From an optimization exercise on the open Yosys and OpenROAD flow, aimed at small area, a short achievable clock period and few clock cycles per item; shortcuts taken in it are not production practice.
Only simulation tests tie the RTL to the original design; equivalence was not proved.

Setup of build 77:
## rs_bm_decoder
module rs_bm_decoder (
    input  wire         i_clock,
    input  wire         i_arst_n,
    input  wire         i_start,
    input  wire  [47:0] i_synd,
    output logic [35:0] o_locator,
    output logic        o_ready
);
For scale: ~110 flip-flops, ~88 I/O pins.
Settings: LEC_CHECK=0, CAP_MARGIN=20, CORE_MARGIN=2, CORE_UTILIZATION=40, SLEW_MARGIN=20; clock period 19.0 ns.
standard.sh (not shown) runs the stock make flow with config.mk's settings and CLKGATE_MAP_FILE= SYNTH_SCRIPT=/design/flow/synth_recipe.tcl, a recipe that flattens the netlist after the stock synthesis.
==> flow/flow/run.sh <==
#!/bin/bash
# The standard layout (standard.sh) with two changes:
#  - synthesis maps the logic with flow/abc.script in place of ORFS's
#    abc_speed.script; everything else in synthesis (register mapping,
#    flattening, renaming) is synth_recipe.tcl as is;
#  - the port buffers that global placement inserts are sky130_fd_sc_hd__buf_1
#    rather than the cell buffer_ports picks by itself (a delay cell);
#  - after synthesis, flow/upsize_regs.tcl gives the registers with many
#    loads the next drive strength of their own flip-flop type.
set -euo pipefail
work=$(cd "$(dirname "$0")/.." && pwd)
cat > "$work/own_synth.tcl" <<TCL
# Yosys's abc with this flow's script; every other argument as ORFS gives it
proc abc {args} {
  set i [lsearch -exact \$args -script]
  if { \$i >= 0 } { lset args [expr { \$i + 1 }] {$work/flow/abc.script} }
  yosys abc {*}\$args
}
source {$work/synth_recipe.tcl}
TCL
args=(SYNTH_SCRIPT="$work/own_synth.tcl" SETUP_SLACK_MARGIN=13.6 "BUFFER_PORTS_ARGS=-buffer_cell sky130_fd_sc_hd__buf_1")
bash "$work/standard.sh" "${args[@]}" synth > "$work/flow_make_synth.log" 2>&1
SYNTH_ODB="$work/orfs/results/$FLOW_PLATFORM/rs_bm_decoder/base/1_synth.odb" \
LIB_FILE="$FLOW_HOME/platforms/$FLOW_PLATFORM/lib/sky130_fd_sc_hd__tt_025C_1v80.lib" \
  openroad -no_splash -exit "$work/flow/upsize_regs.tcl" > "$work/upsize_regs.log" 2>&1
bash "$work/standard.sh" "${args[@]}" finish > "$work/flow_make.log" 2>&1
==> flow/flow/abc.script <==
strash
&get -n
&st
&dch
&nf -R 1000
&put
topo
stime -c
buffer -c
upsize -c
dnsize -c
==> flow/flow/upsize_regs.tcl <==
# Give the registers that drive many loads a stronger flip-flop of the same
# kind (drive strength only): C, the multiplier taps Q1..Q3 of the syndromes,
# XB1 and the busy flag.
read_db $::env(SYNTH_ODB)
read_liberty $::env(LIB_FILE)
set n 0
foreach inst [get_cells *] {
  set name [get_property $inst name]
  set m [get_property $inst ref_name]
  if { $m eq "sky130_fd_sc_hd__dfxtp_1" && [regexp {^(c_q|q_q\[[123]\]|xb1_q)} $name] } {
    replace_cell $inst sky130_fd_sc_hd__dfxtp_2
    incr n
  } elseif { $m eq "sky130_fd_sc_hd__dfrtp_1" && [regexp {^busy_q} $name] } {
    replace_cell $inst sky130_fd_sc_hd__dfrtp_2
    incr n
  }
}
puts "upsized $n registers"
write_db $::env(SYNTH_ODB)
No stage failed in build 77, and the final checks on the layout all came back clean.
Testbench counts of build 77, summed over its fixed seeds: cycles 9,223, decodes 1,600.
For build 7, these inputs were changed with respect to build 77:
==> flow/flow/run.sh <==
#!/bin/bash
# The standard layout (standard.sh), with one change: synthesis maps the logic
# with flow/abc.script in place of ORFS's abc_speed.script. Everything else in
# synthesis (register mapping, flattening, renaming) is synth_recipe.tcl as is.
set -euo pipefail
work=$(cd "$(dirname "$0")/.." && pwd)
cat > "$work/own_synth.tcl" <<TCL
# Yosys's abc with this flow's script; every other argument as ORFS gives it
proc abc {args} {
  set i [lsearch -exact \$args -script]
  if { \$i >= 0 } { lset args [expr { \$i + 1 }] {$work/flow/abc.script} }
  yosys abc {*}\$args
}
source {$work/synth_recipe.tcl}
TCL
bash "$work/standard.sh" SYNTH_SCRIPT="$work/own_synth.tcl" finish > "$work/flow_make.log" 2>&1
removed: flow/flow/upsize_regs.tcl
==> comparison <==
In the tables for build 7 and build 77, HPWL after detailed placement reads lower with build 7. Per the comparison of build 7 with build 77, design area fell by 800 sq um; total standard cell area after synthesis down 63 sq um; final hold slack higher; placeable core region held. As far as number of hold buffers added after cts is concerned, build 77 and build 7 perform about the same. Against build 77, total area of multi-input combinational cells in build 7 fell by a little under 10%. Going from build 77 to build 7, area overhead of the layout relative to synthesis shows a reduction of 6.7 points; via count shows a reduction of 4.7%.
diff inputs: build 7 => build 74
==> flow/flow/run.sh <==
#!/bin/bash
# The standard layout (standard.sh, ORFS at the design's clock and constraints)
# with these changes:
#  - synthesis maps the logic with flow/abc.script in place of ORFS's
#    abc_speed.script; everything else in synthesis (register mapping,
#    flattening, renaming) is synth_recipe.tcl as is, so the registers are the
#    standard synthesis's;
#  - after synthesis, flow/upsize_regs.tcl gives the registers with many
#    loads the next drive strength of their own flip-flop type;
#  - the port buffers that global placement inserts are sky130_fd_sc_hd__buf_1
#    rather than the cell buffer_ports picks by itself (a delay cell);
#  - ORFS's repair_timing steps aim for 13.4 ns of setup slack
#    (SETUP_SLACK_MARGIN), so they also speed up the paths the 19 ns clock
#    leaves slack on.
# Each tool's output goes to a log file in the work folder (flow_make_synth.log,
# upsize_regs.log, flow_make.log; ORFS's own logs under orfs/logs/).
set -euo pipefail
work=$(cd "$(dirname "$0")/.." && pwd)
cat > "$work/own_synth.tcl" <<TCL
# Yosys's abc with this flow's script; every other argument as ORFS gives it
proc abc {args} {
  set i [lsearch -exact \$args -script]
  if { \$i >= 0 } { lset args [expr { \$i + 1 }] {$work/flow/abc.script} }
  yosys abc {*}\$args
}
source {$work/synth_recipe.tcl}
TCL
args=(SYNTH_SCRIPT="$work/own_synth.tcl" SETUP_SLACK_MARGIN=13.4 "BUFFER_PORTS_ARGS=-buffer_cell sky130_fd_sc_hd__buf_1")
bash "$work/standard.sh" "${args[@]}" synth > "$work/flow_make_synth.log" 2>&1
SYNTH_ODB="$work/orfs/results/$FLOW_PLATFORM/rs_bm_decoder/base/1_synth.odb" \
LIB_FILE="$FLOW_HOME/platforms/$FLOW_PLATFORM/lib/sky130_fd_sc_hd__tt_025C_1v80.lib" \
  openroad -no_splash -exit "$work/flow/upsize_regs.tcl" > "$work/upsize_regs.log" 2>&1
bash "$work/standard.sh" "${args[@]}" finish > "$work/flow_make.log" 2>&1
==> flow/flow/upsize_regs.tcl (new file) <==
# Give the registers that drive many loads a stronger flip-flop of the same
# kind (drive strength only): C, the multiplier taps Q1..Q3 of the syndromes,
# XB1 and the busy flag.
read_db $::env(SYNTH_ODB)
read_liberty $::env(LIB_FILE)
set n 0
foreach inst [get_cells *] {
  set name [get_property $inst name]
  set m [get_property $inst ref_name]
  if { $m eq "sky130_fd_sc_hd__dfxtp_1" && [regexp {^(c_q|q_q\[[123]\]|xb1_q)} $name] } {
    replace_cell $inst sky130_fd_sc_hd__dfxtp_2
    incr n
  } elseif { $m eq "sky130_fd_sc_hd__dfrtp_1" && [regexp {^busy_q} $name] } {
    replace_cell $inst sky130_fd_sc_hd__dfrtp_2
    incr n
  }
}
puts "upsized $n registers"
write_db $::env(SYNTH_ODB)
==> summary.txt <==
The overall global routing resource usage was comparable across build 7 and build 74. Relative to build 7, synthesized area per cell has gone up in build 74. Sequential fraction of total cell area delta for build 74 relative to build 7: 0.16 points lower.
The inputs of build 23 differ from those of build 74 as listed below.
# build 74
export LEC_CHECK = 0
export CAP_MARGIN = 20
export CORE_MARGIN = 2
export CORE_UTILIZATION = 40
export SLEW_MARGIN = 20
create_clock -name core_clock -period 19.0 [get_ports {i_clock}]
# build 23
export LEC_CHECK = 0
export CAP_MARGIN = 20
export CORE_MARGIN = 2
export CORE_UTILIZATION = 40
export SLEW_MARGIN = 60
create_clock -name core_clock -period 19.0 [get_ports {i_clock}]
==> flow/flow/run.sh <==
#!/bin/bash
# The standard layout (standard.sh) with two changes:
#  - synthesis maps the logic with flow/abc.script in place of ORFS's
#    abc_speed.script; everything else in synthesis (register mapping,
#    flattening, renaming) is synth_recipe.tcl as is;
#  - the port buffers that global placement inserts are sky130_fd_sc_hd__buf_1
#    rather than the cell buffer_ports picks by itself (a delay cell);
#  - after synthesis, flow/upsize_regs.tcl gives the registers with many
#    loads the next drive strength of their own flip-flop type.
set -euo pipefail
work=$(cd "$(dirname "$0")/.." && pwd)
cat > "$work/own_synth.tcl" <<TCL
# Yosys's abc with this flow's script; every other argument as ORFS gives it
proc abc {args} {
  set i [lsearch -exact \$args -script]
  if { \$i >= 0 } { lset args [expr { \$i + 1 }] {$work/flow/abc.script} }
  yosys abc {*}\$args
}
source {$work/synth_recipe.tcl}
TCL
args=(SYNTH_SCRIPT="$work/own_synth.tcl" "BUFFER_PORTS_ARGS=-buffer_cell sky130_fd_sc_hd__buf_1")
bash "$work/standard.sh" "${args[@]}" synth > "$work/flow_make_synth.log" 2>&1
SYNTH_ODB="$work/orfs/results/$FLOW_PLATFORM/rs_bm_decoder/base/1_synth.odb" \
LIB_FILE="$FLOW_HOME/platforms/$FLOW_PLATFORM/lib/sky130_fd_sc_hd__tt_025C_1v80.lib" \
  openroad -no_splash -exit "$work/flow/upsize_regs.tcl" > "$work/upsize_regs.log" 2>&1
bash "$work/standard.sh" "${args[@]}" finish > "$work/flow_make.log" 2>&1
## What came out
Compared with build 74, in build 23 wire length of the first global-routing pass decreased by about 0.33% relative to the old numbers, detailed-router iteration count before antenna repair shrank by 1, half-perimeter wire length after detailed placement now larger, final weighted congestion in routability-driven placement lower.
Diff build 74 -> build 23: latest clock arrival within the worst-skew pair did not really move; required arrival time at the worst endpoint shows a reduction of 0.03 ns.
#### Input delta (build 5 over build 23)
# build 23
export LEC_CHECK = 0
export CAP_MARGIN = 20
export CORE_MARGIN = 2
export CORE_UTILIZATION = 40
export SLEW_MARGIN = 60
create_clock -name core_clock -period 19.0 [get_ports {i_clock}]
# build 5
export LEC_CHECK = 0
export CAP_MARGIN = 20
export CORE_MARGIN = 2
export CORE_UTILIZATION = 40
export SLEW_MARGIN = 20
create_clock -name core_clock -period 19.0 [get_ports {i_clock}]
diff --git a/flow/flow/run.sh b/flow/flow/run.sh
--- a/flow/flow/run.sh
+++ b/flow/flow/run.sh
@@ -1,10 +1,17 @@
 #!/bin/bash
-# The standard layout (standard.sh) with two changes:
+# The standard layout (standard.sh, ORFS at the design's clock and constraints)
+# with these changes:
 #  - synthesis maps the logic with flow/abc.script in place of ORFS's
 #    abc_speed.script; everything else in synthesis (register mapping,
-#    flattening, renaming) is synth_recipe.tcl as is;
+#    flattening, renaming) is synth_recipe.tcl as is, so the registers are the
+#    standard synthesis's;
+#  - after synthesis, flow/upsize_regs.tcl gives the registers with many
+#    loads the next drive strength of their own flip-flop type;
 #  - the port buffers that global placement inserts are sky130_fd_sc_hd__buf_1
 #    rather than the cell buffer_ports picks by itself (a delay cell);
-#  - after synthesis, flow/upsize_regs.tcl gives the registers with many
-#    loads the next drive strength of their own flip-flop type.
+#  - ORFS's repair_timing steps aim for 13.2 ns of setup slack
+#    (SETUP_SLACK_MARGIN), so they also speed up the paths the 19 ns clock
+#    leaves slack on.
+# Each tool's output goes to a log file in the work folder (flow_make_synth.log,
+# upsize_regs.log, flow_make.log; ORFS's own logs under orfs/logs/).
 set -euo pipefail
@@ -20,3 +27,3 @@
 TCL
-args=(SYNTH_SCRIPT="$work/own_synth.tcl" "BUFFER_PORTS_ARGS=-buffer_cell sky130_fd_sc_hd__buf_1")
+args=(SYNTH_SCRIPT="$work/own_synth.tcl" SETUP_SLACK_MARGIN=13.2 "BUFFER_PORTS_ARGS=-buffer_cell sky130_fd_sc_hd__buf_1")
 bash "$work/standard.sh" "${args[@]}" synth > "$work/flow_make_synth.log" 2>&1
==> flow/flow/abc.script <==
strash
&get -n
&st
&dch
&nf -R 1000
&st
&dch
&nf -R 1000
&put
topo
stime -c
buffer -c
upsize -c
dnsize -c
--- outcome ---
Summary of build 5 over build 23: worst setup margin shows an increase of 0.23 ns. Both conditions hold for build 5: the flow ran to the end and the final layout passed the timing, design-rule and antenna checks. Build 23 → build 5: met2 layer usage reported by global route higher; global-route usage picked up an extra 1.2 points; routed wire length up 7.8%; fraction of the cycle the final worst path needs went down by 1.2 points; sequential share of layout area went down by 0.55 points.
The following lists how build 8 was set up differently from build 5:
# build 5
export LEC_CHECK = 0
export CAP_MARGIN = 20
export CORE_MARGIN = 2
export CORE_UTILIZATION = 40
export SLEW_MARGIN = 20
create_clock -name core_clock -period 19.0 [get_ports {i_clock}]
# build 8
export LEC_CHECK = 0
export CAP_MARGIN = 20
export CORE_MARGIN = 2
export CORE_UTILIZATION = 40
export PLACE_DENSITY = 0.8
export SLEW_MARGIN = 20
create_clock -name core_clock -period 19.0 [get_ports {i_clock}]
==> flow/flow/run.sh <==
#!/bin/bash
# The standard layout (standard.sh) with two changes:
#  - synthesis maps the logic with flow/abc.script in place of ORFS's
#    abc_speed.script; everything else in synthesis (register mapping,
#    flattening, renaming) is synth_recipe.tcl as is;
#  - the port buffers that global placement inserts are sky130_fd_sc_hd__buf_1
#    rather than the cell buffer_ports picks by itself (a delay cell);
#  - after synthesis, flow/upsize_regs.tcl gives the registers with many
#    loads the next drive strength of their own flip-flop type.
set -euo pipefail
work=$(cd "$(dirname "$0")/.." && pwd)
cat > "$work/own_synth.tcl" <<TCL
# Yosys's abc with this flow's script; every other argument as ORFS gives it
proc abc {args} {
  set i [lsearch -exact \$args -script]
  if { \$i >= 0 } { lset args [expr { \$i + 1 }] {$work/flow/abc.script} }
  yosys abc {*}\$args
}
source {$work/synth_recipe.tcl}
TCL
args=(SYNTH_SCRIPT="$work/own_synth.tcl" "BUFFER_PORTS_ARGS=-buffer_cell sky130_fd_sc_hd__buf_1")
bash "$work/standard.sh" "${args[@]}" synth > "$work/flow_make_synth.log" 2>&1
SYNTH_ODB="$work/orfs/results/$FLOW_PLATFORM/rs_bm_decoder/base/1_synth.odb" \
LIB_FILE="$FLOW_HOME/platforms/$FLOW_PLATFORM/lib/sky130_fd_sc_hd__tt_025C_1v80.lib" \
  openroad -no_splash -exit "$work/flow/upsize_regs.tcl" > "$work/upsize_regs.log" 2>&1
bash "$work/standard.sh" "${args[@]}" finish > "$work/flow_make.log" 2>&1
==> flow/flow/abc.script <==
strash
&get -n
&st
&dch
&nf -R 1000
&put
topo
stime -c
buffer -c
upsize -c
dnsize -c
Summary of the comparison: gate count after technology mapping is lower in build 8, relative to build 5.
In the flow results for build 5 and build 8, the width of the die is larger on build 8.
Build 8 against build 5: total core area higher, design area -4.6%.
Diff build 5 -> build 8 | yosys synthesis chip area | up slightly
Build 8 ends up with lower minimum setup slack after placement than build 5 does.
On peak clock frequency supported by timing, the higher figure sits with build 5, not build 8.
Build 5 → build 8: share of synthesized cell area in full adder, half adder and majority cells held.

Starting RTL as in the previous note.
## rs_bm_decoder
module rs_bm_decoder (
    input  wire         i_clock,
    input  wire         i_arst_n,
    input  wire         i_start,
    input  wire  [47:0] i_synd,
    output logic [35:0] o_locator,
    output logic        o_ready
);
export LEC_CHECK = 0
export CAP_MARGIN = 20
export CORE_MARGIN = 2
export CORE_UTILIZATION = 40
export SLEW_MARGIN = 20
create_clock -name core_clock -period 19.0 [get_ports {i_clock}]
==> flow/flow/run.sh <==
#!/bin/bash
# The standard layout (standard.sh) with two changes:
#  - synthesis maps the logic with flow/abc.script in place of ORFS's
#    abc_speed.script; everything else in synthesis (register mapping,
#    flattening, renaming) is synth_recipe.tcl as is;
#  - the port buffers that global placement inserts are sky130_fd_sc_hd__buf_1
#    rather than the cell buffer_ports picks by itself (a delay cell);
#  - after synthesis, flow/upsize_regs.tcl gives the registers with many
#    loads the next drive strength of their own flip-flop type.
set -euo pipefail
work=$(cd "$(dirname "$0")/.." && pwd)
cat > "$work/own_synth.tcl" <<TCL
# Yosys's abc with this flow's script; every other argument as ORFS gives it
proc abc {args} {
  set i [lsearch -exact \$args -script]
  if { \$i >= 0 } { lset args [expr { \$i + 1 }] {$work/flow/abc.script} }
  yosys abc {*}\$args
}
source {$work/synth_recipe.tcl}
TCL
args=(SYNTH_SCRIPT="$work/own_synth.tcl" "BUFFER_PORTS_ARGS=-buffer_cell sky130_fd_sc_hd__buf_1")
bash "$work/standard.sh" "${args[@]}" synth > "$work/flow_make_synth.log" 2>&1
SYNTH_ODB="$work/orfs/results/$FLOW_PLATFORM/rs_bm_decoder/base/1_synth.odb" \
LIB_FILE="$FLOW_HOME/platforms/$FLOW_PLATFORM/lib/sky130_fd_sc_hd__tt_025C_1v80.lib" \
  openroad -no_splash -exit "$work/flow/upsize_regs.tcl" > "$work/upsize_regs.log" 2>&1
bash "$work/standard.sh" "${args[@]}" finish > "$work/flow_make.log" 2>&1
==> flow/flow/abc.script <==
strash
&get -n
&st
&dch
&nf -R 1000
&st
&dch
&nf -R 1000
&put
topo
stime -c
buffer -c
upsize -c
dnsize -c
==> flow/flow/upsize_regs.tcl <==
# Give the registers that drive many loads a stronger flip-flop of the same
# kind (drive strength only): C, the multiplier taps Q1..Q3 of the syndromes,
# XB1 and the busy flag.
read_db $::env(SYNTH_ODB)
read_liberty $::env(LIB_FILE)
set n 0
foreach inst [get_cells *] {
  set name [get_property $inst name]
  set m [get_property $inst ref_name]
  if { $m eq "sky130_fd_sc_hd__dfxtp_1" && [regexp {^(c_q|q_q\[[123]\]|xb1_q)} $name] } {
    replace_cell $inst sky130_fd_sc_hd__dfxtp_2
    incr n
  } elseif { $m eq "sky130_fd_sc_hd__dfrtp_1" && [regexp {^busy_q} $name] } {
    replace_cell $inst sky130_fd_sc_hd__dfrtp_2
    incr n
  }
}
puts "upsized $n registers"
write_db $::env(SYNTH_ODB)
The baseline produced a clean layout.
Testbench counts at the start, summed over its fixed seeds: cycles 9,223, decodes 1,600.
Change:
==> flow/flow/run.sh (replaced) <==
#!/bin/bash
# The standard layout (standard.sh) with two changes:
#  - synthesis maps the logic with flow/abc.script in place of ORFS's
#    abc_speed.script; everything else in synthesis (register mapping,
#    flattening, renaming) is synth_recipe.tcl as is;
#  - the port buffers that global placement inserts are sky130_fd_sc_hd__buf_1
#    rather than the cell buffer_ports picks by itself (a delay cell).
set -euo pipefail
work=$(cd "$(dirname "$0")/.." && pwd)
cat > "$work/own_synth.tcl" <<TCL
# Yosys's abc with this flow's script; every other argument as ORFS gives it
proc abc {args} {
  set i [lsearch -exact \$args -script]
  if { \$i >= 0 } { lset args [expr { \$i + 1 }] {$work/flow/abc.script} }
  yosys abc {*}\$args
}
source {$work/synth_recipe.tcl}
TCL
bash "$work/standard.sh" SYNTH_SCRIPT="$work/own_synth.tcl" \
  "BUFFER_PORTS_ARGS=-buffer_cell sky130_fd_sc_hd__buf_1" finish > "$work/flow_make.log" 2>&1
==> flow/flow/abc.script (replaced) <==
strash
&get -n
&st
&dch
&nf -R 1000
&put
topo
stime -c
buffer -c
upsize -c
dnsize -c
removed: flow/flow/upsize_regs.tcl
Result:
- global-route usage drops by 0.98 points
- design area grows slightly
- count of clock-buffer cells in the layout does not change
Change:
--- a/flow/flow/run.sh
+++ b/flow/flow/run.sh
@@ -2 +2,2 @@
-# The standard layout (standard.sh) with two changes:
+# The standard layout (standard.sh, ORFS at the design's clock and constraints)
+# with these changes:
@@ -5 +6,4 @@
-#    flattening, renaming) is synth_recipe.tcl as is;
+#    flattening, renaming) is synth_recipe.tcl as is, so the registers are the
+#    standard synthesis's;
+#  - after synthesis, flow/upsize_regs.tcl gives the registers with many
+#    loads the next drive strength of their own flip-flop type;
@@ -7 +11,6 @@
-#    rather than the cell buffer_ports picks by itself (a delay cell).
+#    rather than the cell buffer_ports picks by itself (a delay cell);
+#  - ORFS's repair_timing steps aim for 13.2 ns of setup slack
+#    (SETUP_SLACK_MARGIN), so they also speed up the paths the 19 ns clock
+#    leaves slack on.
+# Each tool's output goes to a log file in the work folder (flow_make_synth.log,
+# upsize_regs.log, flow_make.log; ORFS's own logs under orfs/logs/).
@@ -19,2 +28,6 @@
-bash "$work/standard.sh" SYNTH_SCRIPT="$work/own_synth.tcl" \
-  "BUFFER_PORTS_ARGS=-buffer_cell sky130_fd_sc_hd__buf_1" finish > "$work/flow_make.log" 2>&1
+args=(SYNTH_SCRIPT="$work/own_synth.tcl" SETUP_SLACK_MARGIN=13.2 "BUFFER_PORTS_ARGS=-buffer_cell sky130_fd_sc_hd__buf_1")
+bash "$work/standard.sh" "${args[@]}" synth > "$work/flow_make_synth.log" 2>&1
+SYNTH_ODB="$work/orfs/results/$FLOW_PLATFORM/rs_bm_decoder/base/1_synth.odb" \
+LIB_FILE="$FLOW_HOME/platforms/$FLOW_PLATFORM/lib/sky130_fd_sc_hd__tt_025C_1v80.lib" \
+  openroad -no_splash -exit "$work/flow/upsize_regs.tcl" > "$work/upsize_regs.log" 2>&1
+bash "$work/standard.sh" "${args[@]}" finish > "$work/flow_make.log" 2>&1
==> flow/flow/upsize_regs.tcl (new file) <==
# Give the registers that drive many loads a stronger flip-flop of the same
# kind (drive strength only): C, the multiplier taps Q1..Q3 of the syndromes,
# XB1 and the busy flag.
read_db $::env(SYNTH_ODB)
read_liberty $::env(LIB_FILE)
set n 0
foreach inst [get_cells *] {
  set name [get_property $inst name]
  set m [get_property $inst ref_name]
  if { $m eq "sky130_fd_sc_hd__dfxtp_1" && [regexp {^(c_q|q_q\[[123]\]|xb1_q)} $name] } {
    replace_cell $inst sky130_fd_sc_hd__dfxtp_2
    incr n
  } elseif { $m eq "sky130_fd_sc_hd__dfrtp_1" && [regexp {^busy_q} $name] } {
    replace_cell $inst sky130_fd_sc_hd__dfrtp_2
    incr n
  }
}
puts "upsized $n registers"
write_db $::env(SYNTH_ODB)
Setup slack improves by 0.42 ns.
First-iteration DRC count went down by 8.3%.
Via count rises by about 2%.
Synthesized cell count is unchanged.
Area after synthesis rises by 0.57%.
Wire length is about the same.
Change:
--- a/flow/flow/run.sh
+++ b/flow/flow/run.sh
@@ -2,2 +2 @@
-# The standard layout (standard.sh, ORFS at the design's clock and constraints)
-# with these changes:
+# The standard layout (standard.sh) with two changes:
@@ -6,4 +5 @@
-#    flattening, renaming) is synth_recipe.tcl as is, so the registers are the
-#    standard synthesis's;
-#  - after synthesis, flow/upsize_regs.tcl gives the registers with many
-#    loads the next drive strength of their own flip-flop type;
+#    flattening, renaming) is synth_recipe.tcl as is;
@@ -12,5 +8,2 @@
-#  - ORFS's repair_timing steps aim for 13.2 ns of setup slack
-#    (SETUP_SLACK_MARGIN), so they also speed up the paths the 19 ns clock
-#    leaves slack on.
-# Each tool's output goes to a log file in the work folder (flow_make_synth.log,
-# upsize_regs.log, flow_make.log; ORFS's own logs under orfs/logs/).
+#  - after synthesis, flow/upsize_regs.tcl gives the registers with many
+#    loads the next drive strength of their own flip-flop type.
@@ -28 +21 @@
-args=(SYNTH_SCRIPT="$work/own_synth.tcl" SETUP_SLACK_MARGIN=13.2 "BUFFER_PORTS_ARGS=-buffer_cell sky130_fd_sc_hd__buf_1")
+args=(SYNTH_SCRIPT="$work/own_synth.tcl" "BUFFER_PORTS_ARGS=-buffer_cell sky130_fd_sc_hd__buf_1")
Setup slack got worse by 0.32 ns.
Routed wire length goes down by 0.42%.

## separate check: timing with driven ports
Ports are ideal in the flow. The routed layouts listed here were re-timed in OpenROAD.
Step 1 (the two cells are an assumption about what drives the block):
set clk [get_ports {i_clock}]
set_driving_cell -lib_cell sky130_fd_sc_hd__clkbuf_16 $clk
set_driving_cell -lib_cell sky130_fd_sc_hd__buf_2 [delete_from_list [all_inputs] $clk]
Step 2 times the ports against the registers' clock, not the clock port: input delays grow and output delays shrink by t, the midpoint of the rising clock arrivals with the driver on.
Three values: ideal, step 1, step 2; two values: the first two.
| run | t (ns) | setup WS [ns] | worst data-port slew with drivers (ns) |
|---|---|---|---|
| build 77 | 0.402 | 13.587 / 13.583 / 13.180 | 0.06 |
| build 7 | 0.405 | 12.545 / 12.553 / 12.148 | 0.04 |
| build 74 | 0.404 | 13.495 / 13.491 / 13.118 | 0.03 |
| build 23 | 0.410 | 13.063 / 13.073 / 12.679 | 0.04 |
| build 5 | 0.405 | 13.293 / 13.318 / 12.912 | 0.04 |
| build 8 | 0.387 | 12.910 / 12.929 / 12.542 | 0.03 |
| the first run of note 2 | 0.410 | 12.664 / 12.664 / 12.664 | 0.04 |
| the second run of note 2 | 0.406 | 12.924 / 12.924 / 12.637 | 0.04 |
| the third run of note 2 | 0.406 | 13.340 / 13.365 / 12.958 | 0.04 |
| the fourth run of note 2 | 0.409 | 13.017 / 13.041 / 12.632 | 0.04 |
After both steps every run listed still meets setup and hold. The setup slack of build 77, which loses most, moves by -0.004 ns with the drivers and by -0.407 ns with both steps.
